Background: an optimization exercise with open tools, aiming at a short achievable clock period and few clock cycles per item. Do not read the settings as production practice.
The RTL was checked by simulation tests, not by an equivalence proof against the original design.
No activity file was given, so power comes from the tool's default toggle rates.

[design/flow/design.v]
`default_nettype none
package rv_m_pkg;
    localparam int unsigned xlen = 32;
    typedef enum logic [2:0] {
        op_mul    = 3'd0,   
        op_mulh   = 3'd1,   
        op_mulhsu = 3'd2,   
        op_mulhu  = 3'd3,   
        op_div    = 3'd4,
        op_divu   = 3'd5,
        op_rem    = 3'd6,
        op_remu   = 3'd7
    } muldiv_op_e;
    localparam int unsigned op_div_bit = 2;
endpackage
`default_nettype wire
`default_nettype none
package muldiv_pkg;
    typedef struct packed {
        logic [2:0]                   op;   
        logic [31:0]                  a;
        logic [31:0]                  b;
    } muldiv_req_t;
    localparam int unsigned pipe_depth = 22;
endpackage
`default_nettype wire
`timescale 1ns/1ps
`default_nettype none
module div_step_narrow #(
    parameter int unsigned W = 4
) (
    input  logic [W-1:0]  t,         
    input  logic [5:0]    d_low,     
    input  logic [7:0]    d3_low,    
    input  logic          d_fits,    
    output logic [1:0]    q,
    output logic [W-1:0]  r
);
    logic [W+2:0] s1, s2, s3;
    assign s1     = {3'b000, t} - {3'b000, d_low[W-1:0]};
    assign s2     = {3'b000, t} - {2'b00, d_low[W-1:0], 1'b0};
    assign s3     = {3'b000, t} - {1'b0, d3_low[W+1:0]};
    always_comb begin
        if (d_fits && !s3[W+2]) begin
            q = 2'd3;
            r = s3[W-1:0];
        end else if (d_fits && !s2[W+2]) begin
            q = 2'd2;
            r = s2[W-1:0];
        end else if (d_fits && !s1[W+2]) begin
            q = 2'd1;
            r = s1[W-1:0];
        end else begin
            q = 2'd0;
            r = t;
        end
    end
endmodule
module div_pipe (
    input  logic                           clk,
    input  logic [2:0]                     op,         
    input  logic [rv_m_pkg::xlen-1:0]      dividend,
    input  logic [rv_m_pkg::xlen-1:0]      divisor,
    input  logic [rv_m_pkg::xlen-1:0]      mul_word,   
    output logic [rv_m_pkg::xlen-1:0]      result      
);
    localparam int unsigned N  = 32;
    localparam int unsigned KW = 4;    
    localparam int unsigned K2 = 20;   
    localparam int unsigned MUL_IN = KW + 4;   
    logic        sgn, a_neg, b_neg;
    logic [31:0] ma;
    logic [1:0]  t0, q0, r0;
    logic        b_small;   
    logic [1:0]  bl;        
    assign sgn     = !op[0];   
    assign a_neg   = sgn && dividend[31];
    assign b_neg   = sgn && divisor[31];
    assign ma      = a_neg ? -dividend : dividend;
    assign b_small = b_neg ? (&divisor[31:2] && |divisor[1:0]) : !(|divisor[31:2]);
    assign bl      = b_neg ? -divisor[1:0] : divisor[1:0];
    assign t0      = ma[31:30];
    logic       b_lt16;
    logic [5:0] b6;
    assign b_lt16 = b_neg ? (&divisor[31:4] && |divisor[3:0]) : !(|divisor[31:4]);
    assign b6     = {2'b00, b_neg ? -divisor[3:0] : divisor[3:0]};
    always_comb begin
        if (!b_small) begin
            q0 = 2'd0;
            r0 = t0;
        end else if (bl == 2'd0) begin
            q0 = 2'd3;
            r0 = t0;
        end else begin
            q0 = t0 / bl;
            r0 = t0 % bl;
        end
    end
    logic [31:0] r_s    [2:N];
    logic [31:0] x_s    [2:N];
    logic [34:0] nd_s   [2:N];   
    logic [34:0] n3d_s  [KW:K2];  
    logic        selr_s [2:N];   
    logic        neg_s  [2:N];   
    logic        mul_s  [2:N];   
    logic [5:0]  dl_1;           
    logic [7:0]  d3l_1;          
    logic        lt16_1;
    always_ff @(posedge clk) begin
        r_s[2]    <= {30'd0, r0};
        x_s[2]    <= {ma[29:0], q0};
        nd_s[2]   <= b_neg ? {3'b111, divisor} : -{3'b000, divisor};
        dl_1      <= b6;
        selr_s[2] <= op[rv_m_pkg::op_div_bit] && op[1];
        neg_s[2]  <= op[rv_m_pkg::op_div_bit]
                     && (op[1] ? a_neg : ((a_neg ^ b_neg) && divisor != '0));
        mul_s[2]  <= !op[rv_m_pkg::op_div_bit];
        d3l_1     <= {2'b00, b6} + {1'b0, b6, 1'b0};
        lt16_1    <= b_lt16;
    end
    logic [1:0] q1;
    logic [3:0] r1;
    div_step_narrow #(.W(4)) u_it1 (
        .t       ({r_s[2][1:0], x_s[2][31:30]}),
        .d_low   (dl_1),
        .d3_low  (d3l_1),
        .d_fits  (lt16_1),
        .q       (q1),
        .r       (r1)
    );
    always_ff @(posedge clk) begin
        r_s[KW]    <= {28'd0, r1};
        x_s[KW]    <= {x_s[2][29:0], q1};
        nd_s[KW]   <= nd_s[2];
        n3d_s[KW]  <= nd_s[2] + {nd_s[2][33:0], 1'b0};
        selr_s[KW] <= selr_s[2];
        neg_s[KW]  <= neg_s[2];
        mul_s[KW]  <= mul_s[2];
    end
    for (genvar k = KW; k < K2; k += 2) begin : g_r4
        localparam logic [31:0] RMASK = (32'h1 << (k + 2)) - 1;
        logic [33:0] t;
        logic [34:0] s1, s2, s3;
        logic [31:0] r_n;
        logic [31:0] x_n;
        logic [1:0]  q;
        assign t  = {r_s[k], x_s[k][31:30]};
        assign s1 = {1'b0, t} + nd_s[k];
        assign s2 = {1'b0, t} + {nd_s[k][33:0], 1'b0};
        assign s3 = {1'b0, t} + n3d_s[k];
        always_comb begin
            if (!s3[34]) begin
                q   = 2'd3;
                r_n = s3[31:0];
            end else if (!s2[34]) begin
                q   = 2'd2;
                r_n = s2[31:0];
            end else if (!s1[34]) begin
                q   = 2'd1;
                r_n = s1[31:0];
            end else begin
                q   = 2'd0;
                r_n = t[31:0];
            end
        end
        if (k + 2 == MUL_IN) begin : g_mul_in
            assign x_n = mul_s[k] ? mul_word : {x_s[k][29:0], q};
        end else if (k + 2 > MUL_IN) begin : g_mul_hold
            assign x_n = mul_s[k] ? x_s[k] : {x_s[k][29:0], q};
        end else begin : g_div_only
            assign x_n = {x_s[k][29:0], q};
        end
        always_ff @(posedge clk) begin
            r_s[k+2]    <= r_n & RMASK;
            x_s[k+2]    <= x_n;
            nd_s[k+2]   <= nd_s[k];
            if (k + 2 < K2)
                n3d_s[k+2] <= n3d_s[k];
            selr_s[k+2] <= selr_s[k];
            neg_s[k+2]  <= neg_s[k];
            mul_s[k+2]  <= mul_s[k];
        end
    end
    for (genvar k = K2; k < N; k++) begin : g_r2
        localparam logic [31:0] RMASK = (k + 1 >= 32) ? 32'hFFFF_FFFF : ((32'h1 << (k + 1)) - 1);
        logic [32:0] t;
        logic [34:0] s;
        logic        q;
        logic [31:0] r_n;
        logic [31:0] x_n;
        assign t   = {r_s[k], x_s[k][31]};
        assign s   = {2'b00, t} + nd_s[k];   
        assign q   = !s[34];
        assign r_n = q ? s[31:0] : t[31:0];
        assign x_n = mul_s[k] ? x_s[k] : {x_s[k][30:0], q};
        always_ff @(posedge clk) begin
            r_s[k+1]    <= r_n & RMASK;
            x_s[k+1]    <= x_n;
            nd_s[k+1]   <= nd_s[k];
            selr_s[k+1] <= selr_s[k];
            neg_s[k+1]  <= neg_s[k];
            mul_s[k+1]  <= mul_s[k];
        end
    end
    logic [31:0] mag;
    assign mag    = selr_s[N] ? r_s[N] : x_s[N];
    assign result = (mag ^ {32{neg_s[N]}}) + {31'd0, neg_s[N]};
endmodule
`default_nettype wire
`timescale 1ns/1ps
`default_nettype none
module csa_level #(
    parameter int unsigned N_IN  = 3,
    parameter int unsigned N_OUT = 2 * (N_IN / 3) + N_IN % 3
) (
    input  logic [N_IN-1:0][63:0]  rows_in,
    output logic [N_OUT-1:0][63:0] rows_out
);
    localparam int unsigned G = N_IN / 3;
    for (genvar g = 0; g < G; g++) begin : g_fa
        logic [63:0] x, y, z, maj;
        assign x = rows_in[3*g];
        assign y = rows_in[3*g+1];
        assign z = rows_in[3*g+2];
        assign maj             = (x & y) | (x & z) | (y & z);
        assign rows_out[2*g]   = x ^ y ^ z;
        assign rows_out[2*g+1] = {maj[62:0], 1'b0};
    end
    for (genvar p = 0; p < N_IN % 3; p++) begin : g_pass
        assign rows_out[2*G+p] = rows_in[3*G+p];
    end
endmodule
module mul_pipe (
    input  logic                           clk,
    input  logic [2:0]                     op,       
    input  logic [rv_m_pkg::xlen-1:0]      a,
    input  logic [rv_m_pkg::xlen-1:0]      b,
    output logic [rv_m_pkg::xlen-1:0]      result    
);
    localparam int unsigned R0 = 34;
    localparam int unsigned R1 = 23;
    localparam int unsigned R2 = 16;
    localparam int unsigned R3 = 11;
    localparam int unsigned R4 = 8;
    localparam int unsigned R5 = 6;
    localparam int unsigned R6 = 4;
    localparam int unsigned R7 = 3;
    localparam int unsigned R8 = 2;
    logic        a_signed, b_neg;
    logic [63:0] ax;
    assign a_signed = (op == rv_m_pkg::op_mulh) || (op == rv_m_pkg::op_mulhsu);
    assign b_neg    = (op == rv_m_pkg::op_mulh) && b[31];
    assign ax       = {{32{a_signed & a[31]}}, a};
    logic [R0-1:0][63:0] pp;
    for (genvar i = 0; i < 32; i++) begin : g_pp
        assign pp[i] = b[i] ? (ax << i) : 64'd0;
    end
    assign pp[32] = b_neg ? {~a, 32'd0} : 64'd0;
    assign pp[33] = {31'd0, b_neg, 32'd0};
    logic [R1-1:0][63:0] l1;
    logic [R2-1:0][63:0] l2;
    logic [R3-1:0][63:0] l3, l3_q;
    logic [R4-1:0][63:0] l4;
    logic [R5-1:0][63:0] l5;
    logic [R6-1:0][63:0] l6;
    logic [R7-1:0][63:0] l7;
    logic [R8-1:0][63:0] l8, l8_q;
    logic                hi1, hi2;
    csa_level #(.N_IN(R0)) u_l1 (.rows_in(pp),   .rows_out(l1));
    csa_level #(.N_IN(R1)) u_l2 (.rows_in(l1),   .rows_out(l2));
    csa_level #(.N_IN(R2)) u_l3 (.rows_in(l2),   .rows_out(l3));
    csa_level #(.N_IN(R3)) u_l4 (.rows_in(l3_q), .rows_out(l4));
    csa_level #(.N_IN(R4)) u_l5 (.rows_in(l4),   .rows_out(l5));
    csa_level #(.N_IN(R5)) u_l6 (.rows_in(l5),   .rows_out(l6));
    csa_level #(.N_IN(R6)) u_l7 (.rows_in(l6),   .rows_out(l7));
    csa_level #(.N_IN(R7)) u_l8 (.rows_in(l7),   .rows_out(l8));
    always_ff @(posedge clk) begin
        l3_q <= l3;
        hi1  <= (op != rv_m_pkg::op_mul);
        l8_q <= l8;
        hi2  <= hi1;
    end
    logic [63:0] prod;
    assign prod = l8_q[0] + l8_q[1];
    always_ff @(posedge clk)
        result <= hi2 ? prod[63:32] : prod[31:0];
endmodule
`default_nettype wire
`timescale 1ns/1ps
`default_nettype none
module muldiv_ctrl (
    input  logic                           clk,
    input  logic                           reset,
    input  logic                           req,
    input  muldiv_pkg::muldiv_req_t        req_data,
    output logic                           busy,
    output logic                           result_valid,
    output logic [rv_m_pkg::xlen-1:0]      result,
    output muldiv_pkg::muldiv_req_t        req_q,
    input  logic [rv_m_pkg::xlen-1:0]      pipe_result
);
    localparam int unsigned D = muldiv_pkg::pipe_depth;
    logic [D:0] valid;   
    assign busy = 1'b0;
    always_ff @(posedge clk) begin
        req_q  <= req_data;
        result <= pipe_result;
    end
    always_ff @(posedge clk) begin
        if (reset) begin
            valid        <= '0;
            result_valid <= 1'b0;
        end else begin
            valid        <= {valid[D-1:0], req};
            result_valid <= valid[D];
        end
    end
endmodule
`default_nettype wire
`timescale 1ns/1ps
`default_nettype none
module muldiv_unit (
    input  logic                           clk,
    input  logic                           reset,
    input  logic                           req,
    input  muldiv_pkg::muldiv_req_t        req_data,
    output logic                           busy,
    output logic                           result_valid,
    output logic [rv_m_pkg::xlen-1:0]      result
);
    muldiv_pkg::muldiv_req_t        req_q;
    logic [rv_m_pkg::xlen-1:0]      mul_word;
    logic [rv_m_pkg::xlen-1:0]      pipe_result;
    muldiv_ctrl u_ctrl (
        .clk          (clk),
        .reset        (reset),
        .req          (req),
        .req_data     (req_data),
        .busy         (busy),
        .result_valid (result_valid),
        .result       (result),
        .req_q        (req_q),
        .pipe_result  (pipe_result)
    );
    mul_pipe u_mul (
        .clk    (clk),
        .op     (req_q.op),
        .a      (req_q.a),
        .b      (req_q.b),
        .result (mul_word)
    );
    div_pipe u_div (
        .clk      (clk),
        .op       (req_q.op),
        .dividend (req_q.a),
        .divisor  (req_q.b),
        .mul_word (mul_word),
        .result   (pipe_result)
    );
endmodule
`default_nettype wire
[design/flow/flow/run.sh]
#!/bin/bash
# The standard layout (standard.sh: ORFS synthesis to final layout, unchanged scripts and
# constraints), with ORFS's timing repair asked to leave setup slack beyond what the 10 ns
# clock needs, so that the achieved period comes out as short as repair can make it.
# ORFS writes each step's full log under orfs/logs; make's own output goes to standard_flow.log.
set -euo pipefail
bash standard.sh SETUP_SLACK_MARGIN=7 finish > standard_flow.log 2>&1
[design/flow/standard.sh]
#!/bin/bash
# synth_recipe.tcl (not shown) runs the flow's synth.tcl, then flattens the netlist and writes it again
# the make line also repeats each setting of config.mk as NAME=value (left out here)
make -C /OpenROAD-flow-scripts/flow DESIGN_CONFIG=/design/flow/config.mk WORK_HOME=/design/flow/orfs CLKGATE_MAP_FILE= SYNTH_SCRIPT=/design/flow/synth_recipe.tcl "${@:-finish}"
[design/flow/config.mk]
export PLATFORM = sky130hd
export DESIGN_NAME = muldiv_unit
export DESIGN_NICKNAME = muldiv_unit
export VERILOG_FILES = /design/flow/design.v
export SDC_FILE = /design/flow/constraint.sdc
export NUM_CORES = 4
export LEC_CHECK = 0
export ABC_CLOCK_PERIOD_IN_PS = 2500
export CAP_MARGIN = 20
export CORE_MARGIN = 2
export CORE_UTILIZATION = 55
export PLACE_DENSITY = 0.72
export SLEW_MARGIN = 20
[design/flow/constraint.sdc]
create_clock -name core_clock -period 10.0 [get_ports {clk}]
set_input_delay 2.0000 -clock core_clock [delete_from_list [all_inputs] [get_ports {clk}]]
set_output_delay 2.0000 -clock core_clock [all_outputs]
set_load 0.01 [all_outputs]
==> flow_summary.json, run 1 <==
{
  "status": "timing/DRC/antenna clean",
  "antenna_found_initial": 22,
  "totalWireLength_um": 381000,
  "post-route-period-util": 0.363,
  "worstPathCellList": "ha_4, inv_2, fa_2, nor2b_2, o31a_1, a41oi_4, a211oi_4, o31ai_4, o31ai_4, nand2_1, buf_4, buf_6, buf_6, buf_6, buf_6, buf_6, o21bai_2, xor2_1, mux2_4",
  "nNetsFinal": 16149,
  "required_ps": 10720,
  "synth_warnings": 11,
  "port_buffers": 102,
  "syn_inst": 13436,
  "final_max_slew_viol_count": 0,
  "skew_ps": 72.8,
  "drt-wirelength-per-cell_um": 21.3,
  "worstPathArrival_ps": 4350,
  "grt_pass1_vias": 106017,
  "htreeDepth": 5,
  "path_buf_inv": 7,
  "antenna_left": 0,
  "ys_types": 108,
  "min_period_ps": 3630,
  "cts_tree": "done",
  "clockPowerShare": 0.200,
  "p_switching_mw": 22.0,
  "tightest_slew_ps": 1080,
  "fin_cells": 17837,
  "dieArea_sq_um": 267000,
  "leakage_nw": 77.2,
  "coreArea_sq_um": 262000,
  "setup_viol": 0,
  "netlist_area_sq_um": 145000,
  "cts.clk_slew.worst_paths_ps": 60,
  "path_class": "flip-flop to flip-flop",
  "grt_pass1_wl_um": 586000,
  "combPwrFrac": 0.495,
  "cts_buffers": 303,
  "cp-start-kind": "flip-flop",
  "dp.cells": 16723,
  "hpwl_um": 258000,
  "grt_max_degree": 60,
  "critical-path-max-stage-delay_ps": 430,
  "post-route-cell-area_sq_um": 173000,
  "p_int_mw": 35.4,
  "crit_fanout": 3,
  "n_fill_cell": 19262,
  "vias": 98659,
  "yosysSeqAreaShare": 0.398,
  "cts-root-buf": "clkbuf_16",
  "synthFlopType": "dfxtp_1",
  "clkLatencyLatePin_ps": 880,
  "synth-edff-count": 0,
  "slew_headroom": 0.277,
  "grt.total_usage": 0.280,
  "hp-class": "flip-flop to flip-flop",
  "rsz0062_at_grt": "true",
  "multi_input_area_sq_um": 85600,
  "place_area_sq_um": 151000,
  "vias_per_cell": 5.53,
  "first_pass_iters": 6,
  "peakVddDrop_v": 0.000522,
  "synth_nets": 15505,
  "power_mw": 57.4,
  "cts.sinks": 2881,
  "start_util": 0.553,
  "cp_common_cell": "buf_6",
  "cpLargestDelayFamily": "compound AO/OA/AOI/OAI gates",
  "setup_tns_ps": 0,
  "clockBufferDepth": 4,
  "p_per_area_nw_per_um2": 332,
  "worstSetupEndpointType": "flip-flop",
  "grt_overflow_total": 0,
  "ff_latch_area_sq_um": 58000,
  "hold_violations": 0,
  "place_congestion": 0.950,
  "p_seq_frac": 0.305,
  "post-route-drc-count": 0,
  "crit_slowest_cell": "a211oi_4",
  "area_growth_pct": 19.2,
  "synth-seq-cells": 2881,
  "syn_avg_cell_area_sq_um": 10.8,
  "io_pins": 104,
  "die_h_um": 517,
  "die_x_um": 517,
  "fmax_ghz": 0.276,
  "rows": 188,
  "drive_above_1_share": 0.219,
  "swShare": 0.383,
  "async_flop_share": 0,
  "drt_iter0_drc": 5787,
  "maxCapViolCount": 0
}
==> area by class of cell <==
type	count	share of cell area
diodes	19	0.000275
clock buffers	427	0.0508
clock inverters	101	0.00833
inverters	1529	0.0337
multi-input cells	8579	0.495
flip-flops and latches	2881	0.336
well taps	3515	0.0255
repair buffers	785	0.0503
repair inverters	1	0.0000290
==> worst reg2reg max path, cell delays in order, from the launching register on <==
cell and delay, ps:
dfxtp_2 350, ha_4 140, inv_2 30, fa_2 340, nor2b_2 150, o31a_1 240
a41oi_4 180, a211oi_4 430, o31ai_4 110, o31ai_4 270, nand2_1 110, buf_4 150
buf_6 110, buf_6 100, buf_6 100, buf_6 100, buf_6 110, o21bai_2 130
xor2_1 80, mux2_4 260
==> layer usage <==
metal / global-route usage / vias up / wire, um
li1: - / 45727 / -
met1: 0.317 / 48617 / 144000
met2: 0.489 / 3168 / 188000
met3: 0.0554 / 1129 / 23800
met4: 0.162 / 18 / 25000
met5: 0.00234 / - / 198
==> registers in the layout, indices dropped and copies added, names as in the netlist, 3 cells and up <==
| signal | flops |
|---|---|
| u_div.nd_s | 732 |
| u_div.x_s | 704 |
| u_div.r_s | 428 |
| u_mul.l3_q | 392 |
| u_div.n3d_s | 274 |
| u_mul.l8_q | 119 |
| u_ctrl.req_q | 67 |
| u_ctrl.result | 32 |
| u_mul.result | 32 |
| u_ctrl.valid | 23 |
| u_div.neg_s | 22 |
| u_div.selr_s | 22 |
| u_div.mul_s | 21 |
| u_div.d3l_1 | 6 |
| u_div.dl_1 | 3 |
==> power by group through the flow <==
stage | sequential, mW | combinational (mW) | clock [mW]
after detailed placement | 17.5 | 25.2 | 0
final | 17.5 | 28.4 | 11.5
after CTS | 17.4 | 27.2 | 11.6
after global routing | 17.8 | 31.5 | 12.1
after global placement | 17.5 | 24.3 | 0
after floorplan | 16.6 | 17.8 | 0
==> stage by stage <==
stage | util | hold slack [ps] | setup slack [ps]
CTS | 0.645 | 295 | 6400
finish | 0.659 | 303 | 6370
global route | 0.659 | 301 | 6220
global placement | 0.575 | 311 | 5700
detailed placement | 0.575 | 312 | 5700
floorplan | - | 310 | 6700
==> what timing repair did <==
action | in CTS | in global routing
endpoints found under the setup margin | 818 | 681
hold buffers | 0 | 0
pin swaps | 390 | 378
gates cloned | 55 | 14
setup buffers | 361 | 137
resized for setup | 1121 | 608
==> cell families after synthesis <==
| logic type | Yosys count | share of synthesized area |
|---|---|---|
| xor gates and xnor gates | 692 | 0.0423 |
| AOI/OAI and AO/OA | 1962 | 0.0880 |
| and+or+nand+nor | 2853 | 0.105 |
| muxes | 1069 | 0.0826 |
| other | 1 | 0.0000259 |
| DFF | 2881 | 0.398 |
| adders and majority gates | 1999 | 0.232 |
| buffers and inverters | 1979 | 0.0521 |
==> final timing paths <==
path                           from                 to  slack, ps  depth (start not counted)
setup / recovery  u_div.x_s[31][31]  u_div.r_s[32][30]       6370                         19
hold / removal     u_div.x_s[4][15]   u_div.x_s[6][17]        300                          0
setup reg to reg  u_div.x_s[31][31]  u_div.r_s[32][30]       6370                         19
hold reg to reg    u_div.x_s[4][15]   u_div.x_s[6][17]        300                          0
==> cells in the mapped netlist, types with 31 or more instances <==
cell      instances  area [sq um]
dfxtp_1        2881         57700
inv_1          1525          5720
fa_1           1145         22900
and2_1          951          5950
mux2_2          907         10200
ha_1            854         10700
a21oi_1         593          2970
nand2_1         504          1890
nor2_1          481          1810
xnor2_1         475          4160
o21ai_0         362          1810
clkbuf_1        361          1360
a21o_1          285          2140
xor2_1          212          1860
nand4_1         141           882
nand3_1         139           696
mux2i_1         134          1340
nor3_1          134           671
nor2b_1         133           832
o21a_1           98           736
nand2b_1         82           513
and3_1           78           488
or3_1            73           457
o21bai_1         70           526
a31oi_1          65           407
a211oi_1         59           443
buf_1            47           176
o211ai_1         42           315
a21boi_0         33           248
nor4_1           31           194
==> cells in the final DEF (no fill, tap or decap), drive strengths merged, types with 135 or more instances in the layout <==
cell / Yosys / final
o21ai: 375 / 375
ha: 854 / 854
buf: 89 / 690
nand4: 141 / 141
xnor2: 476 / 478
dfxtp: 2881 / 2881
and2: 951 / 951
nor2: 482 / 482
clkbuf: 361 / 442
inv: 1525 / 1528
fa: 1145 / 1145
a21oi: 594 / 594
nand3: 139 / 139
a21o: 285 / 285
nor3: 135 / 135
mux2: 934 / 934
nand2: 504 / 504
xor2: 214 / 215
Testbench counts, summed over its fixed seeds: cycles 2,592, ops 2,400.
==> run 2: changes to the inputs <==
--- a/design/flow/design.v
+++ b/design/flow/design.v
@@ -22,5 +22,5 @@
         logic [31:0]                  b;
     } muldiv_req_t;
-    localparam int unsigned pipe_depth = 22;
+    localparam int unsigned pipe_depth = 23;
 endpackage
 `default_nettype wire
@@ -67,11 +67,14 @@
     localparam int unsigned N  = 32;
     localparam int unsigned KW = 4;    
-    localparam int unsigned K2 = 20;   
-    localparam int unsigned MUL_IN = KW + 4;   
+    localparam int unsigned K2 = 18;   
+    localparam int unsigned MUL_IN = KW + 6;   
     logic        sgn, a_neg, b_neg;
     logic [31:0] ma;
-    logic [1:0]  t0, q0, r0;
     logic        b_small;   
     logic [1:0]  bl;        
+    logic        a_low0;    
+    logic [1:0]  ta_pos, ta_neg, ta_negc;
+    logic [3:0]  f_pos, f_neg, f_negc;
+    logic [1:0]  q0, r0;
     assign sgn     = !op[0];   
     assign a_neg   = sgn && dividend[31];
@@ -80,22 +83,32 @@
     assign b_small = b_neg ? (&divisor[31:2] && |divisor[1:0]) : !(|divisor[31:2]);
     assign bl      = b_neg ? -divisor[1:0] : divisor[1:0];
-    assign t0      = ma[31:30];
+    assign a_low0  = (dividend[29:0] == '0);
+    assign ta_pos  = dividend[31:30];
+    assign ta_neg  = ~dividend[31:30];
+    assign ta_negc = ~dividend[31:30] + 2'd1;
+    function automatic logic [3:0] div_top(input logic [1:0] t, input logic fits,
+                                           input logic [1:0] d);
+        logic [3:0] f;
+        if (!fits)
+            f = {2'd0, t};
+        else begin
+            case (d)
+                2'd0:    f = {2'd3, t};
+                2'd1:    f = {t, 2'd0};
+                2'd2:    f = {1'b0, t[1], 1'b0, t[0]};
+                default: f = (t == 2'd3) ? 4'b0100 : {2'd0, t};
+            endcase
+        end
+        div_top = f;
+    endfunction
+    assign f_pos   = div_top(ta_pos,  b_small, bl);
+    assign f_neg   = div_top(ta_neg,  b_small, bl);
+    assign f_negc  = div_top(ta_negc, b_small, bl);
+    assign {q0, r0} = !a_neg ? f_pos : (a_low0 ? f_negc : f_neg);
     logic       b_lt16;
     logic [5:0] b6;
     assign b_lt16 = b_neg ? (&divisor[31:4] && |divisor[3:0]) : !(|divisor[31:4]);
     assign b6     = {2'b00, b_neg ? -divisor[3:0] : divisor[3:0]};
-    always_comb begin
-        if (!b_small) begin
-            q0 = 2'd0;
-            r0 = t0;
-        end else if (bl == 2'd0) begin
-            q0 = 2'd3;
-            r0 = t0;
-        end else begin
-            q0 = t0 / bl;
-            r0 = t0 % bl;
-        end
-    end
-    logic [31:0] r_s    [2:N];
+    logic [31:0] r_s    [2:K2];
     logic [31:0] x_s    [2:N];
     logic [34:0] nd_s   [2:N];   
@@ -182,18 +195,26 @@
         end
     end
+    logic [31:0] ra_s [K2:N];   
+    logic [31:0] rb_s [K2:N];   
+    logic        qp_s [K2:N];   
+    assign ra_s[K2] = r_s[K2];
+    assign rb_s[K2] = r_s[K2];
+    assign qp_s[K2] = 1'b0;
     for (genvar k = K2; k < N; k++) begin : g_r2
         localparam logic [31:0] RMASK = (k + 1 >= 32) ? 32'hFFFF_FFFF : ((32'h1 << (k + 1)) - 1);
-        logic [32:0] t;
-        logic [34:0] s;
+        logic [32:0] ta, tb;
+        logic [34:0] sa, sb;   
         logic        q;
-        logic [31:0] r_n;
         logic [31:0] x_n;
-        assign t   = {r_s[k], x_s[k][31]};
-        assign s   = {2'b00, t} + nd_s[k];   
-        assign q   = !s[34];
-        assign r_n = q ? s[31:0] : t[31:0];
+        assign ta  = {ra_s[k], x_s[k][31]};
+        assign tb  = {rb_s[k], x_s[k][31]};
+        assign sa  = {2'b00, ta} + nd_s[k];
+        assign sb  = {2'b00, tb} + nd_s[k];
+        assign q   = qp_s[k] ? !sa[34] : !sb[34];
         assign x_n = mul_s[k] ? x_s[k] : {x_s[k][30:0], q};
         always_ff @(posedge clk) begin
-            r_s[k+1]    <= r_n & RMASK;
+            ra_s[k+1]   <= (qp_s[k] ? sa[31:0] : sb[31:0]) & RMASK;
+            rb_s[k+1]   <= (qp_s[k] ? ta[31:0] : tb[31:0]) & RMASK;
+            qp_s[k+1]   <= q;
             x_s[k+1]    <= x_n;
             nd_s[k+1]   <= nd_s[k];
@@ -204,5 +225,5 @@
     end
     logic [31:0] mag;
-    assign mag    = selr_s[N] ? r_s[N] : x_s[N];
+    assign mag    = selr_s[N] ? (qp_s[N] ? ra_s[N] : rb_s[N]) : x_s[N];
     assign result = (mag ^ {32{neg_s[N]}}) + {31'd0, neg_s[N]};
 endmodule
@@ -263,8 +284,8 @@
     logic [R4-1:0][63:0] l4;
     logic [R5-1:0][63:0] l5;
-    logic [R6-1:0][63:0] l6;
+    logic [R6-1:0][63:0] l6, l6_q;
     logic [R7-1:0][63:0] l7;
     logic [R8-1:0][63:0] l8, l8_q;
-    logic                hi1, hi2;
+    logic                hi1, hi2, hi3;
     csa_level #(.N_IN(R0)) u_l1 (.rows_in(pp),   .rows_out(l1));
     csa_level #(.N_IN(R1)) u_l2 (.rows_in(l1),   .rows_out(l2));
@@ -273,16 +294,18 @@
     csa_level #(.N_IN(R4)) u_l5 (.rows_in(l4),   .rows_out(l5));
     csa_level #(.N_IN(R5)) u_l6 (.rows_in(l5),   .rows_out(l6));
-    csa_level #(.N_IN(R6)) u_l7 (.rows_in(l6),   .rows_out(l7));
+    csa_level #(.N_IN(R6)) u_l7 (.rows_in(l6_q), .rows_out(l7));
     csa_level #(.N_IN(R7)) u_l8 (.rows_in(l7),   .rows_out(l8));
     always_ff @(posedge clk) begin
         l3_q <= l3;
         hi1  <= (op != rv_m_pkg::op_mul);
-        l8_q <= l8;
+        l6_q <= l6;
         hi2  <= hi1;
+        l8_q <= l8;
+        hi3  <= hi2;
     end
     logic [63:0] prod;
     assign prod = l8_q[0] + l8_q[1];
     always_ff @(posedge clk)
-        result <= hi2 ? prod[63:32] : prod[31:0];
+        result <= hi3 ? prod[63:32] : prod[31:0];
 endmodule
 `default_nettype wire
==> flow_summary.json, run 2 <==
{
  "synthTopCellsByCount": "dfxtp_1 (3504), inv_1 (1504), ha_1 (1165)",
  "status": "timing/DRC/antenna clean",
  "rsz0062_at_grt": "true",
  "grt.total_usage": 0.272,
  "hold_violations": 0,
  "dp.cells": 20338,
  "synth_top_area_cell": "dfxtp_1",
  "antenna_left": 0,
  "area_growth_pct": 15.7,
  "maxCapViolCount": 0,
  "antenna_found_initial": 18,
  "cts.clk_slew.worst_paths_ps": 60,
  "grt_pass1_wl_um": 681000,
  "cts_buffers": 355,
  "setup_viol": 0,
  "start_util": 0.552,
  "slew_headroom": 0.227,
  "cts.sinks": 3504,
  "p_switching_mw": 23.6,
  "async_flop_share": 0,
  "die_x_um": 566,
  "r2r_slack_ps": 6570,
  "p_int_mw": 39.2,
  "drt-wirelength-per-cell_um": 20.7,
  "syn_inst": 16507,
  "rows": 206,
  "dieArea_sq_um": 320000,
  "synth_nets": 18872,
  "synthFlopType": "dfxtp_1",
  "cts_tree": "done",
  "clkLatencyLatePin_ps": 950,
  "htreeDepth": 5,
  "nNetsFinal": 19343,
  "swShare": 0.376,
  "syn_avg_cell_area_sq_um": 10.5,
  "grt_overflow_total": 0,
  "place_area_sq_um": 179000,
  "drive_above_1_share": 0.182,
  "final_max_slew_viol_count": 0,
  "port_buffers": 102,
  "crit_fanout": 4,
  "vias": 119294,
  "synth_warnings": 14,
  "ys_types": 98,
  "netlist_area_sq_um": 173000,
  "final_common_cell": "dfxtp_1",
  "peakVddDrop_v": 0.000183,
  "skew_ps": 77.5,
  "p_per_area_nw_per_um2": 313,
  "grt_pass1_vias": 123252,
  "cts-root-buf": "clkbuf_16",
  "fin_cells": 21448,
  "grt_max_degree": 93,
  "synth_area_leaders": "dfxtp_1 (40%), fa_1 (13%), ha_1 (8.4%)",
  "io_pins": 104,
  "clockBufferDepth": 4,
  "post-route-period-util": 0.343,
  "required_ps": 10790,
  "top_register": "u_div.nd_s",
  "min_period_ps": 3430,
  "reg_top3": "u_div.nd_s x764, u_div.x_s x736, u_mul.l3_q x392",
  "tightest_slew_ps": 1160,
  "post-route-drc-count": 0,
  "totalWireLength_um": 445000,
  "largest_register_ffs": 764,
  "combPwrFrac": 0.436,
  "yosysSeqAreaShare": 0.404,
  "drt_iter0_drc": 7306,
  "post-route-cell-area_sq_um": 201000,
  "hp-class": "flip-flop to flip-flop",
  "coreArea_sq_um": 314000,
  "synth_top_area_frac": 0.404,
  "worstSetupEndpointType": "flip-flop",
  "power_mw": 62.7,
  "fmax_ghz": 0.292,
  "cp-start-kind": "flip-flop",
  "die_h_um": 566,
  "first_pass_iters": 6,
  "path_class": "flip-flop to flip-flop",
  "place_congestion": 0.906,
  "yosysMostFrequentCell": "dfxtp_1",
  "clockPowerShare": 0.220,
  "vias_per_cell": 5.56,
  "hpwl_um": 319000,
  "cts_hold_buf": 0,
  "synth-seq-cells": 3504,
  "leakage_nw": 88.6,
  "worstPathArrival_ps": 4210,
  "final_cell_mix": "dfxtp_1 (3334), inv_1 (1468), fa_1 (1090), ha_1 (1069), and2_1 (948)",
  "p_seq_frac": 0.344,
  "setup_tns_ps": 0,
  "synth-edff-count": 0
}
run 2: final timing paths:
path / startpoint / endpoint / depth (start not counted)
setup / recovery: u_div.x_s[14][30] / u_div.r_s[16][0] / 14
hold / removal: u_div.x_s[2][20] / u_div.x_s[4][22] / 0
setup reg to reg: u_div.x_s[14][30] / u_div.r_s[16][0] / 14
hold reg to reg: u_div.x_s[2][20] / u_div.x_s[4][22] / 0
run 2: final cells by class:
class / instances / area (sq um)
inverters: 1506 / 5720
clock buffers: 466 / 9960
well taps: 4160 / 5200
flip-flops and latches: 3504 / 70500
fillers: 24312 / 114000
clock inverters: 183 / 2370
multi-input cells: 10948 / 101000
diodes: 18 / 45.0
repair buffers: 663 / 6160
run 2: metrics by stage:
stage	hold slack (ps)	utilization	setup WS [ps]
2_1_floorplan	310	-	6920
3_3_place_gp	310	0.569	6020
3_5_place_dp	312	0.569	5960
4_1_cts	311	0.624	6550
5_1_grt	311	0.638	6480
6_report	307	0.638	6570
run 2: cells by family (layout without fill, tap and decap cells):
| kind of cell | after synthesis | after routing | share of synthesized area |
|---|---|---|---|
| AOI/OAI and AO/OA | 2955 | 2956 | 0.109 |
| xor gates and xnor gates | 1000 | 1000 | 0.0507 |
| adders and majority gates | 2308 | 2308 | 0.215 |
| buffers and inverters | 2056 | 2818 | 0.0447 |
| DFF | 3504 | 3504 | 0.404 |
| muxes | 1096 | 1096 | 0.0702 |
| other | 1 | 19 | 0.0000216 |
| and+or+nand+nor | 3587 | 3587 | 0.106 |
run 2: critical path: stages (launching register included):
cell and delay (ps):
dfxtp_4 350, ha_4 170, inv_4 60, fa_2 220, nor2b_4 50, o31a_1 250, o41a_1 350, a311o_1 320
o221ai_2 180, o211ai_1 150, xor2_1 270, buf_6 170, clkinvlp_4 160, a21oi_4 250, mux2_2 350
run 2: what timing repair did:
action | 4_1_cts | 5_1_grt
pin swaps | 298 | 414
endpoints found under the setup margin | 496 | 357
gates cloned | 18 | 5
endpoints found under the hold margin | 0 | 0
buffers inserted | 231 | 189
resized for setup | 903 | 658
run 2: power by group through the flow:
stage	logic (mW)	clock network [mW]	registers (mW)
after detailed placement	24.3	0	21.8
final	27.3	13.8	21.6
after floorplan	18.3	0	20.4
after global placement	23.9	0	21.7
after global routing	30.4	14.6	22.0
after CTS	25.8	14.0	21.6
run 2: per-layer routing:
metal / vias up / GRT usage / routed length [um]
li1: 56624 / - / -
met3: 1262 / 0.0341 / 21600
met5: - / 0 / 76
met1: 58008 / 0.316 / 175000
met4: 12 / 0.145 / 26400
met2: 3388 / 0.486 / 222000
Testbench counts of run 2, summed over its fixed seeds: cycles 2,600, ops 2,400.
==> run 3: changes to the inputs <==
--- a/design/flow/config.mk
+++ b/design/flow/config.mk
@@ -9,5 +9,5 @@
 export CAP_MARGIN = 20
 export CORE_MARGIN = 2
-export CORE_UTILIZATION = 55
-export PLACE_DENSITY = 0.72
+export CORE_UTILIZATION = 65
+export PLACE_DENSITY = 0.8
 export SLEW_MARGIN = 20
==> flow_summary.json, run 3 <==
{
  "final_cell_mix": "dfxtp_1 (3326), inv_1 (1461), fa_1 (1084), ha_1 (1056), and2_1 (941)",
  "final_common_cell": "dfxtp_1",
  "rsz0062_at_grt": "true",
  "setup_ws_ps": 6490,
  "worstPathArrival_ps": 4330,
  "ys_types": 98,
  "synth_compound_area_frac": 0.109,
  "area_growth_pct": 16.1,
  "first_pass_iters": 6,
  "grt.total_usage": 0.329,
  "antenna_left": 0,
  "antenna_found_initial": 16,
  "netlist_area_sq_um": 173000,
  "synth_top_family_by_area": "adder cells",
  "skew_ps": 69.0,
  "yosysMostFrequentCell": "dfxtp_1",
  "grt_overflow_total": 0,
  "grt_pass1_vias": 129110,
  "synth-simple-area-share": 0.106,
  "path_class": "flip-flop to flip-flop",
  "synth_fa_ha_area_frac": 0.215,
  "cts.clk_slew.worst_paths_ps": 60,
  "post-route-drc-count": 0,
  "synth_nets": 18872,
  "cts.sinks": 3504,
  "cts-root-buf": "clkbuf_16",
  "leakage_nw": 89.2,
  "whs_ps": 307,
  "p_per_area_nw_per_um2": 318,
  "synth_top_area_cell": "dfxtp_1",
  "status": "timing/DRC/antenna clean",
  "place_congestion": 0.954,
  "crit_fanout": 5,
  "io_pins": 104,
  "final_max_slew_viol_count": 0,
  "slew_headroom": 0.271,
  "post-route-period-util": 0.351,
  "synth-edff-count": 0,
  "rows": 189,
  "async_flop_share": 0,
  "preCtsSetupSlack_ps": 5930,
  "tightest_slew_ps": 1090,
  "hold_violations": 0,
  "maxCapViolCount": 0,
  "synth_warnings": 14,
  "post-route-cell-area_sq_um": 201000,
  "start_util": 0.654,
  "hp-class": "flip-flop to flip-flop",
  "dieArea_sq_um": 271000,
  "reg_top3": "u_div.nd_s x764, u_div.x_s x736, u_mul.l3_q x392",
  "syn_avg_cell_area_sq_um": 10.5,
  "worstSetupEndpointType": "flip-flop",
  "vias": 121978,
  "synthMuxAreaShare": 0.0702,
  "vias_per_cell": 5.85,
  "cts_hold_buf": 0,
  "required_ps": 10820,
  "clkLatencyLatePin_ps": 950,
  "dp.cells": 19721,
  "setup_viol": 0,
  "drt-wirelength-per-cell_um": 22.2,
  "drt_iter0_drc": 7427,
  "peakVddDrop_v": 0.000180,
  "yosysSeqAreaShare": 0.404,
  "synth-seq-cells": 3504,
  "port_buffers": 102,
  "fmax_ghz": 0.285,
  "cts_buffers": 351,
  "synth_area_leaders": "dfxtp_1 (40%), fa_1 (13%), ha_1 (8.4%)",
  "totalWireLength_um": 462000,
  "top_register": "u_div.nd_s",
  "synthFlopType": "dfxtp_1",
  "synthTopCellsByCount": "dfxtp_1 (3504), inv_1 (1504), ha_1 (1165)",
  "fin_cells": 20834,
  "htreeDepth": 5,
  "drive_above_1_share": 0.192,
  "nNetsFinal": 19371,
  "min_period_ps": 3510,
  "grt_pass1_wl_um": 703000,
  "die_x_um": 521,
  "setup_tns_ps": 0,
  "cp-start-kind": "flip-flop",
  "synthXorXnorAreaFrac": 0.0507,
  "hpwl_um": 317000,
  "clockBufferDepth": 4,
  "syn_inst": 16507,
  "die_h_um": 521,
  "cts_tree": "done",
  "grt_max_degree": 80,
  "n_fill_cell": 16518,
  "coreArea_sq_um": 265000,
  "largest_register_ffs": 764,
  "synth_top_area_frac": 0.404,
  "place_area_sq_um": 178000
}
## run 3: cell types whose count changed in the layout (fill, tap and decap cells not counted), sizes merged, moves of 8 or more
| cell | before | now |
|---|---|---|
| buf | 585 | 613 |
| bufinv | 37 | 51 |
| clkinv | 102 | 91 |
| diode | 18 | 6 |
| inv | 1521 | 1513 |
## run 3: cells by family after synthesis
| family | count (synthesis) |
|---|---|
| buf+inv | 2056 |
| flops | 3504 |
| simple gates | 3587 |
| mux | 1096 |
| xor+xnor | 1000 |
| compound gates | 2955 |
| fa+ha+maj | 2308 |
| other cells | 1 |
## run 3: layer usage
layer  GRT usage  vias to the layer above  routed length (um)
li1            -                    56620                   -
met1       0.355                    59374              165000
met2       0.587                     4305              232000
met3      0.0536                     1669               26700
met4       0.231                       10               38100
met5           0                        -                  65
## run 3: where the power goes
group | internal (mW) | switching [mW]
Clock | 8.40 | 5.73
Combinational | 12.9 | 15.6
Sequential | 18.7 | 2.80
Total | 40.0 | 24.1
## run 3: final cells by class
| class | count | area [sq um] | share of cell area |
|---|---|---|---|
| Clock buffer | 470 | 10000 | 0.0496 |
| Antenna cell | 6 | 15.0 | 0.0000745 |
| Tap cell | 3533 | 4420 | 0.0219 |
| Clock inverter | 172 | 2550 | 0.0127 |
| Inverter | 1506 | 5730 | 0.0284 |
| Sequential cell | 3504 | 70500 | 0.350 |
| Multi-Input combinational cell | 10947 | 102000 | 0.505 |
| Timing Repair Buffer | 696 | 6520 | 0.0324 |
## run 3: critical path: stages, from the launching register on
cell and delay (ps):
dfxtp_2 340, ha_4 170, inv_4 60, buf_6 90, fa_2 200, nor2b_2 50, o31a_1 270, or4_4 460
a211oi_4 300, nor3_2 90, o31a_1 290, o21ai_2 160, xor2_2 90, buf_4 150, buf_12 140, a21oi_4 210
mux2_4 330
## run 3: path summary, 6_finish.rpt
path | cells past startpoint | slack (ps) | from | endpoint
hold reg to reg | 0 | 310 | u_div.x_s[4][14] | u_div.x_s[6][16]
setup / recovery | 16 | 6490 | u_div.x_s[14][30] | u_div.r_s[16][0]
hold / removal | 0 | 310 | u_div.x_s[4][14] | u_div.x_s[6][16]
setup reg to reg | 16 | 6490 | u_div.x_s[14][30] | u_div.r_s[16][0]
## run 3: what timing repair did
action	CTS	global route
setup buffers	286	153
endpoints found under the setup margin	537	363
gates resized for setup	1108	684
pin swaps	376	411
cloned	19	7
## run 3: through the flow
step           power [mW]   util
2_1_floorplan        38.7      -
3_3_place_gp         45.1  0.671
3_5_place_dp         45.8  0.671
4_1_cts              62.2  0.744
5_1_grt              67.9  0.759
6_report             64.1  0.759
==> run 4: changes to the inputs <==
--- a/design/flow/design.v
+++ b/design/flow/design.v
@@ -22,5 +22,5 @@
         logic [31:0]                  b;
     } muldiv_req_t;
-    localparam int unsigned pipe_depth = 23;
+    localparam int unsigned pipe_depth = 25;
 endpackage
 `default_nettype wire
@@ -67,6 +67,6 @@
     localparam int unsigned N  = 32;
     localparam int unsigned KW = 4;    
-    localparam int unsigned K2 = 18;   
-    localparam int unsigned MUL_IN = KW + 6;   
+    localparam int unsigned K2 = 14;   
+    localparam int unsigned MUL_IN = KW + 8;   
     logic        sgn, a_neg, b_neg;
     logic [31:0] ma;
@@ -287,5 +287,5 @@
     logic [R7-1:0][63:0] l7;
     logic [R8-1:0][63:0] l8, l8_q;
-    logic                hi1, hi2, hi3;
+    logic                hi1, hi2, hi3, hi4;
     csa_level #(.N_IN(R0)) u_l1 (.rows_in(pp),   .rows_out(l1));
     csa_level #(.N_IN(R1)) u_l2 (.rows_in(l1),   .rows_out(l2));
@@ -304,8 +304,14 @@
         hi3  <= hi2;
     end
-    logic [63:0] prod;
-    assign prod = l8_q[0] + l8_q[1];
-    always_ff @(posedge clk)
-        result <= hi3 ? prod[63:32] : prod[31:0];
+    logic [32:0] lo_q;      
+    logic [31:0] hi0_q;     
+    logic [31:0] hi1_q;     
+    always_ff @(posedge clk) begin
+        lo_q   <= {1'b0, l8_q[0][31:0]} + {1'b0, l8_q[1][31:0]};
+        hi0_q  <= l8_q[0][63:32] + l8_q[1][63:32];
+        hi1_q  <= l8_q[0][63:32] + l8_q[1][63:32] + 32'd1;
+        hi4    <= hi3;
+        result <= !hi4 ? lo_q[31:0] : (lo_q[32] ? hi1_q : hi0_q);
+    end
 endmodule
 `default_nettype wire
--- a/design/flow/config.mk
+++ b/design/flow/config.mk
@@ -9,5 +9,5 @@
 export CAP_MARGIN = 20
 export CORE_MARGIN = 2
-export CORE_UTILIZATION = 65
-export PLACE_DENSITY = 0.8
+export CORE_UTILIZATION = 55
+export PLACE_DENSITY = 0.72
 export SLEW_MARGIN = 20
==> flow_summary.json, run 4 <==
{
  "status": "timing/DRC/antenna clean",
  "r2r-start": "u_div.x_s[31][31]",
  "post-route-cell-area_sq_um": 210000,
  "worstSetupEndpointType": "flip-flop",
  "maxCapViolCount": 0,
  "fmax_ghz": 0.290,
  "ys_types": 103,
  "cts.clk_slew.worst_paths_ps": 60,
  "r2r_slack_ps": 6550,
  "synth_nets": 19362,
  "syn_inst": 16936,
  "min_period_ps": 3450,
  "coreArea_sq_um": 327000,
  "wl_met1_um": 173000,
  "setup_viol": 0,
  "swShare": 0.367,
  "drive_above_1_share": 0.194,
  "tightest_slew_ps": 1060,
  "hold_start": "u_div.x_s[4][16]",
  "top_layer_used": "met5",
  "die_h_um": 577,
  "synthTopCellsByCount": "dfxtp_1 (3778), inv_1 (1556), ha_1 (1197)",
  "fin_cells": 22314,
  "die_x_um": 577,
  "first_pass_iters": 6,
  "post-route-drc-count": 0,
  "place_area_sq_um": 186000,
  "dieArea_sq_um": 333000,
  "antenna_found_initial": 29,
  "place_congestion": 0.918,
  "synth_warnings": 14,
  "path_class": "flip-flop to flip-flop",
  "final_cell_mix": "dfxtp_1 (3616), inv_1 (1504), ha_1 (1116), fa_1 (1105), mux2_2 (1016)",
  "p_int_mw": 41.7,
  "async_flop_share": 0,
  "worstPathArrival_ps": 4270,
  "io_pins": 104,
  "final_common_cell": "dfxtp_1",
  "crit_start": "u_div.x_s[31][31]",
  "largest_register_ffs": 834,
  "hpwl_um": 327000,
  "skew_ps": 44.6,
  "top_register": "u_div.nd_s",
  "grt_pass1_wl_um": 688000,
  "peakVddDrop_v": 0.000210,
  "required_ps": 10820,
  "synth_area_leaders": "dfxtp_1 (42%), fa_1 (13%), ha_1 (8.3%)",
  "combPwrFrac": 0.424,
  "r2r-end": "u_div.x_s[32][0]",
  "drt_iter0_drc": 6614,
  "hp-class": "flip-flop to flip-flop",
  "post-route-period-util": 0.345,
  "hold_violations": 0,
  "grt.total_usage": 0.262,
  "wl_met2_um": 224000,
  "grt_max_degree": 95,
  "syn_avg_cell_area_sq_um": 10.7,
  "yosysMostFrequentCell": "dfxtp_1",
  "p_seq_frac": 0.350,
  "synth-edff-count": 0,
  "wl_met3_um": 23300,
  "htreeDepth": 5,
  "reg_top3": "u_div.nd_s x834, u_div.x_s x800",
  "synthFlopType": "dfxtp_1",
  "port_buffers": 102,
  "grt_overflow_total": 0,
  "clkLatencyLatePin_ps": 970,
  "crit_fanout": 2,
  "cp-start-kind": "flip-flop",
  "cts_tree": "done",
  "p_per_area_nw_per_um2": 314,
  "vias_per_cell": 5.44,
  "vias": 121451,
  "area_growth_pct": 16.4,
  "setup_tns_ps": 0,
  "hold_path_end": "u_div.x_s[6][18]",
  "cts-root-buf": "clkbuf_16",
  "yosysSeqAreaShare": 0.419,
  "synth-seq-cells": 3778,
  "rows": 210,
  "worst-r2r-cell-count": 15,
  "rsz0062_at_grt": "true",
  "totalWireLength_um": 451000,
  "synth_top_area_cell": "dfxtp_1",
  "dp.cells": 20982,
  "grt_pass1_vias": 124817,
  "cts.sinks": 3778,
  "slew_headroom": 0.286,
  "synth_top_area_frac": 0.419,
  "netlist_area_sq_um": 180000,
  "final_max_slew_viol_count": 0,
  "antenna_left": 0,
  "drt-wirelength-per-cell_um": 20.2,
  "clockBufferDepth": 4,
  "p_switching_mw": 24.2,
  "leakage_nw": 92.4,
  "cts_buffers": 377,
  "whs_path_depth": 0,
  "nNetsFinal": 19977,
  "start_util": 0.552,
  "clockPowerShare": 0.226
}
==> run 4: cell types whose count changed in the layout (fill, tap and decap cells not counted), moves of 43 or more <==
cell,previous run,this run
buf_4,468,527
diode_2,6,108
dfxtp_1,3326,3616
ha_1,1056,1116
nor2_1,653,782
mux2_2,937,1016
nand2_1,799,724
inv_1,1461,1504
==> run 4: power groups by stage <==
stage | combinational [mW] | clock, mW | sequential (mW)
2_1_floorplan | 18.5 | 0 | 21.9
3_3_place_gp | 23.9 | 0 | 23.2
3_5_place_dp | 24.3 | 0 | 23.3
4_1_cts | 26.2 | 15.1 | 23.0
5_1_grt | 31.1 | 15.8 | 23.5
6_report | 28.0 | 14.9 | 23.1
==> run 4: logic make-up after synthesis <==
group	Yosys count	share of synthesized area
AOI/OAI and AO/OA	2846	0.0990
xor gates and xnor gates	1001	0.0486
adders and majority gates	2356	0.212
buffers and inverters	2089	0.0438
DFF	3778	0.419
muxes	1200	0.0738
other	1	0.0000208
and+or+nand+nor	3665	0.104
==> run 4: repair_timing <==
item,CTS,global route
resized for setup,1052,678
setup endpoints to repair,557,393
setup buffers,307,213
hold buffers,0,0
gates cloned,8,8
pin swaps,414,523
==> run 4: layer usage <==
layer  vias to the layer above  track usage
met2                      3215        0.468
li1                      58144            -
met3                      1212       0.0380
met1                     58876        0.299
met5                         -            0
met4                         4        0.152
==> run 4: worst max-delay path by stage <==
stage / slack, ps / depth (start not counted) / to
floorplan: 6690 / 14 / u_div.x_s[32][0]
global placement: 5920 / 14 / u_div.x_s[30][0]
detailed placement: 5860 / 14 / u_div.x_s[30][0]
CTS: 6530 / 1 / result[23]
global route: 6400 / 15 / u_div.x_s[32][0]
finish: 6550 / 15 / u_div.x_s[32][0]
==> run 4: worst max-delay path: stages, from the launching register on <==
cell and delay [ps]:
dfxtp_4 360, ha_4 130, inv_2 40, fa_2 340
nand2b_4 150, a21oi_2 120, o21ai_2 80, a2111oi_4 410
o311ai_4 170, a2111oi_4 330, buf_4 190, o41ai_2 90
nand3b_1 170, a211o_1 330, xor2_2 160, mux2_2 250
==> run 4: layout make-up <==
class	count	area, sq um
inverters	1567	5970
fillers	25140	117000
flip-flops and latches	3778	76000
well taps	4346	5440
diodes	108	270
repair buffers	756	6720
multi-input cells	11071	103000
clock inverters	181	2590
clock buffers	507	10600
==> run 4: through the flow <==
step	total power, mW	hold WS, ps	setup WS (ps)	util
after global placement	47.1	310	5920	0.569
after detailed placement	47.6	312	5860	0.569
after CTS	64.4	321	6530	0.628
after global routing	70.4	318	6400	0.643
final	66.0	320	6550	0.643
after floorplan	40.4	310	6690	-
Testbench counts of run 4, summed over its fixed seeds: cycles 2,616, ops 2,400.
==> run 5: changes to the inputs <==
--- a/design/flow/design.v
+++ b/design/flow/design.v
@@ -197,24 +197,34 @@
     logic [31:0] ra_s [K2:N];   
     logic [31:0] rb_s [K2:N];   
-    logic        qp_s [K2:N];   
+    logic        qa_s [K2:N];   
+    logic        qb_s [K2:N];   
+    logic        qs_s [K2:N];   
     assign ra_s[K2] = r_s[K2];
     assign rb_s[K2] = r_s[K2];
-    assign qp_s[K2] = 1'b0;
+    assign qa_s[K2] = 1'b0;
+    assign qb_s[K2] = 1'b0;
+    assign qs_s[K2] = 1'b0;
     for (genvar k = K2; k < N; k++) begin : g_r2
         localparam logic [31:0] RMASK = (k + 1 >= 32) ? 32'hFFFF_FFFF : ((32'h1 << (k + 1)) - 1);
+        logic        qp;       
         logic [32:0] ta, tb;
         logic [34:0] sa, sb;   
-        logic        q;
         logic [31:0] x_n;
+        assign qp  = qs_s[k] ? qa_s[k] : qb_s[k];
         assign ta  = {ra_s[k], x_s[k][31]};
         assign tb  = {rb_s[k], x_s[k][31]};
         assign sa  = {2'b00, ta} + nd_s[k];
         assign sb  = {2'b00, tb} + nd_s[k];
-        assign q   = qp_s[k] ? !sa[34] : !sb[34];
-        assign x_n = mul_s[k] ? x_s[k] : {x_s[k][30:0], q};
+        if (k == K2) begin : g_first
+            assign x_n = mul_s[k] ? x_s[k] : {x_s[k][30:0], 1'b0};
+        end else begin : g_next
+            assign x_n = mul_s[k] ? x_s[k] : {x_s[k][30:1], qp, 1'b0};
+        end
         always_ff @(posedge clk) begin
-            ra_s[k+1]   <= (qp_s[k] ? sa[31:0] : sb[31:0]) & RMASK;
-            rb_s[k+1]   <= (qp_s[k] ? ta[31:0] : tb[31:0]) & RMASK;
-            qp_s[k+1]   <= q;
+            ra_s[k+1]   <= (qp ? sa[31:0] : sb[31:0]) & RMASK;
+            rb_s[k+1]   <= (qp ? ta[31:0] : tb[31:0]) & RMASK;
+            qa_s[k+1]   <= !sa[34];
+            qb_s[k+1]   <= !sb[34];
+            qs_s[k+1]   <= qp;
             x_s[k+1]    <= x_n;
             nd_s[k+1]   <= nd_s[k];
@@ -224,6 +234,10 @@
         end
     end
+    logic        q_last;
     logic [31:0] mag;
-    assign mag    = selr_s[N] ? (qp_s[N] ? ra_s[N] : rb_s[N]) : x_s[N];
+    assign q_last = qs_s[N] ? qa_s[N] : qb_s[N];
+    assign mag    = mul_s[N]  ? x_s[N]
+                  : selr_s[N] ? (q_last ? ra_s[N] : rb_s[N])
+                  :             {x_s[N][31:1], q_last};
     assign result = (mag ^ {32{neg_s[N]}}) + {31'd0, neg_s[N]};
 endmodule
==> flow_summary.json, run 5 <==
{
  "p_per_area_nw_per_um2": 323,
  "critical-path-max-stage-delay_ps": 400,
  "clockBufferDepth": 4,
  "die_h_um": 578,
  "hold_path_end": "u_div.x_s[4][15]",
  "dieArea_sq_um": 334000,
  "place_congestion": 0.944,
  "n_fill_cell": 24940,
  "netlist_area_sq_um": 181000,
  "synth_top_area_frac": 0.421,
  "cp-start-kind": "flip-flop",
  "status": "timing/DRC/antenna clean",
  "grt_pass1_vias": 129206,
  "drt_iter0_drc": 8314,
  "die_x_um": 578,
  "worstSetupEndpointType": "output port",
  "area_growth_pct": 17.2,
  "multi_input_area_sq_um": 104000,
  "ys_types": 95,
  "top_register": "u_div.nd_s",
  "crit_fanout": 1,
  "final_common_cell": "dfxtp_1",
  "final_cell_mix": "dfxtp_1 (3646), nand2_1 (1733), inv_1 (1469), ha_1 (1092), fa_1 (1086)",
  "post-route-period-util": 0.351,
  "synth_nets": 20131,
  "first_pass_iters": 15,
  "worstPathArrival_ps": 1510,
  "path_buf_inv": 1,
  "io_pins": 104,
  "antenna_found_initial": 28,
  "cts_tree": "done",
  "synth-edff-count": 0,
  "whs_path_depth": 0,
  "skew_ps": 102,
  "async_flop_share": 0,
  "peakVddDrop_v": 0.000176,
  "crit_slowest_cell": "dfxtp_2",
  "port_buffers": 102,
  "synth-seq-cells": 3813,
  "cts_buffers": 384,
  "cpLargestDelayFamily": "flip-flops",
  "antenna_left": 0,
  "post-route-cell-area_sq_um": 213000,
  "cts-root-buf": "clkbuf_16",
  "nNetsFinal": 20709,
  "worstPathCellList": "buf_6",
  "synthFlopType": "dfxtp_1",
  "synth_warnings": 16,
  "min_period_ps": 3510,
  "vias": 126874,
  "grt_max_degree": 72,
  "hold_start": "u_div.x_s[2][13]",
  "syn_inst": 17705,
  "post-route-drc-count": 0,
  "yosysMostFrequentCell": "dfxtp_1",
  "syn_avg_cell_area_sq_um": 10.2,
  "required_ps": 8000,
  "rsz0062_at_grt": "true",
  "yosysSeqAreaShare": 0.421,
  "clkLatencyLatePin_ps": 980,
  "rows": 210,
  "final_max_slew_viol_count": 0,
  "hp-class": "flip-flop to flip-flop",
  "htreeDepth": 5,
  "hold_violations": 0,
  "reg_top3": "u_div.nd_s x834, u_div.x_s x800",
  "maxCapViolCount": 0,
  "synth_area_leaders": "dfxtp_1 (42%), fa_1 (13%), ha_1 (8.3%)",
  "place_area_sq_um": 187000,
  "fmax_ghz": 0.285,
  "slew_headroom": 0.261,
  "setup_tns_ps": 0,
  "start_util": 0.554,
  "cts_hold_buf": 0,
  "cts.clk_slew.worst_paths_ps": 60,
  "grt_pass1_wl_um": 739000,
  "r2r_slack_ps": 6670,
  "ff_latch_area_sq_um": 76700,
  "coreArea_sq_um": 328000,
  "leakage_nw": 95.0,
  "largest_register_ffs": 834,
  "synthTopCellsByCount": "dfxtp_1 (3813), nand2_1 (1768), inv_1 (1539)",
  "setup_viol": 0,
  "worst-r2r-cell-count": 12,
  "totalWireLength_um": 485000,
  "vias_per_cell": 5.52,
  "path_class": "flip-flop to output port",
  "setup_ws_ps": 6490,
  "grt.total_usage": 0.283,
  "tightest_slew_ps": 1110,
  "preCtsSetupSlack_ps": 6080,
  "drive_above_1_share": 0.177,
  "r2r-end": "u_mul.hi1_q[31]",
  "r2r-start": "u_mul.l8_q[42]",
  "hpwl_um": 336000,
  "drt-wirelength-per-cell_um": 21.1,
  "synth_top_area_cell": "dfxtp_1",
  "power_mw": 68.6,
  "grt_overflow_total": 0,
  "cts.sinks": 3813
}
## run 5: changes by cell type in the layout (fill, tap and decap cells not counted), moves of 35 or more
cell / delta
nor2_1: -59
mux2_2: -334
a21o_1: -42
diode_2: -87
nand2_1: +1009
inv_1: -35
## run 5: report_power, final
group	leakage, nW	internal [mW]	switching (mW)
clock	6.83	9.40	6.24
sequential	32.0	20.3	3.38
combinational	56.2	13.3	16.1
## run 5: cells by family (layout without fill, tap and decap cells)
family                     count (synthesis)  count (layout)  synth area share
muxes                                    860             860            0.0524
adders and majority gates               2356            2356             0.211
DFF                                     3813            3813             0.421
buffers and inverters                   2116            3015            0.0439
and+or+nand+nor                         4703            4705             0.126
AOI/OAI and AO/OA                       2857            2857            0.0981
xor gates and xnor gates                 999            1001            0.0482
other                                      1              22         0.0000207
## run 5: worst max path at each step
stage,depth (start not counted),to,from
2_1_floorplan,9,u_mul.l3_q[306],u_ctrl.req_q[64]
3_3_place_gp,14,u_div.qa_s[29],u_div.x_s[28][31]
3_5_place_dp,14,u_div.qa_s[29],u_div.x_s[28][31]
4_1_cts,1,result[0],u_ctrl.result[0]
5_1_grt,1,result[19],u_ctrl.result[19]
6_report,1,result[19],u_ctrl.result[19]
## run 5: area by class of cell
class                           instances  area share
Multi-Input combinational cell      11780       0.488
Sequential cell                      3813       0.361
Clock buffer                          516      0.0519
Timing Repair Buffer                  753      0.0321
Inverter                             1551      0.0278
Tap cell                             4346      0.0256
Clock inverter                        195      0.0138
Antenna cell                           21    0.000247
## run 5: timing repair
| action | 4_1_cts | 5_1_grt |
|---|---|---|
| resized for setup | 1196 | 759 |
| endpoints found under the hold margin | 0 | 0 |
| cloned | 12 | 6 |
| endpoints found under the setup margin | 540 | 420 |
| pin swaps | 441 | 503 |
| buffers inserted | 302 | 204 |
## run 5: layer usage
layer	track usage	up-vias	wire [um]
li1	-	59982	-
met1	0.341	61648	192000
met2	0.479	4023	231000
met3	0.0541	1205	31200
met4	0.150	16	30500
met5	0	-	208
## run 5: through the flow
stage	hold slack [ps]	instances	util
final	276	22975	0.649
after global routing	293	22965	0.649
after CTS	281	22743	0.634
after detailed placement	312	21718	0.571
after global placement	310	21718	0.571
after floorplan	310	17705	-
Testbench counts of run 5, summed over its fixed seeds: cycles 2,616, ops 2,400.

## port drivers added, routing unchanged
The results above use ideal ports. As a check the final layouts listed here were re-extracted and re-timed, cells and wires unchanged.
Step 1 (the two cells are an assumption about what drives the block):
set clk [get_ports {clk}]
set_driving_cell -lib_cell sky130_fd_sc_hd__clkbuf_16 $clk
set_driving_cell -lib_cell sky130_fd_sc_hd__buf_2 [delete_from_list [all_inputs] $clk]
Step 2 moves the port delays by t, midway between the first and last clock arrival at a register: inputs arrive t later, outputs are due t later. That takes back most of the time a late clock gives input paths.
a / b / c = no drivers / after step 1 / after step 2; a / b = the first two.
run | shift t [ns] | setup WS [ns] | clock arrival spread, ns
run 1 | 0.940 | 6.374 / 6.374 / 6.374 | 0.077 / 0.078
run 2 | 1.023 | 6.574 / 6.527 / 6.574 | 0.078 / 0.078
run 3 | 1.022 | 6.488 / 6.483 / 6.488 | 0.094 / 0.094
run 4 | 1.054 | 6.548 / 6.489 / 6.548 | 0.066 / 0.066
run 5 | 1.042 | 6.491 / 6.385 / 6.666 | 0.109 / 0.109
After both steps every run listed still meets setup and hold.
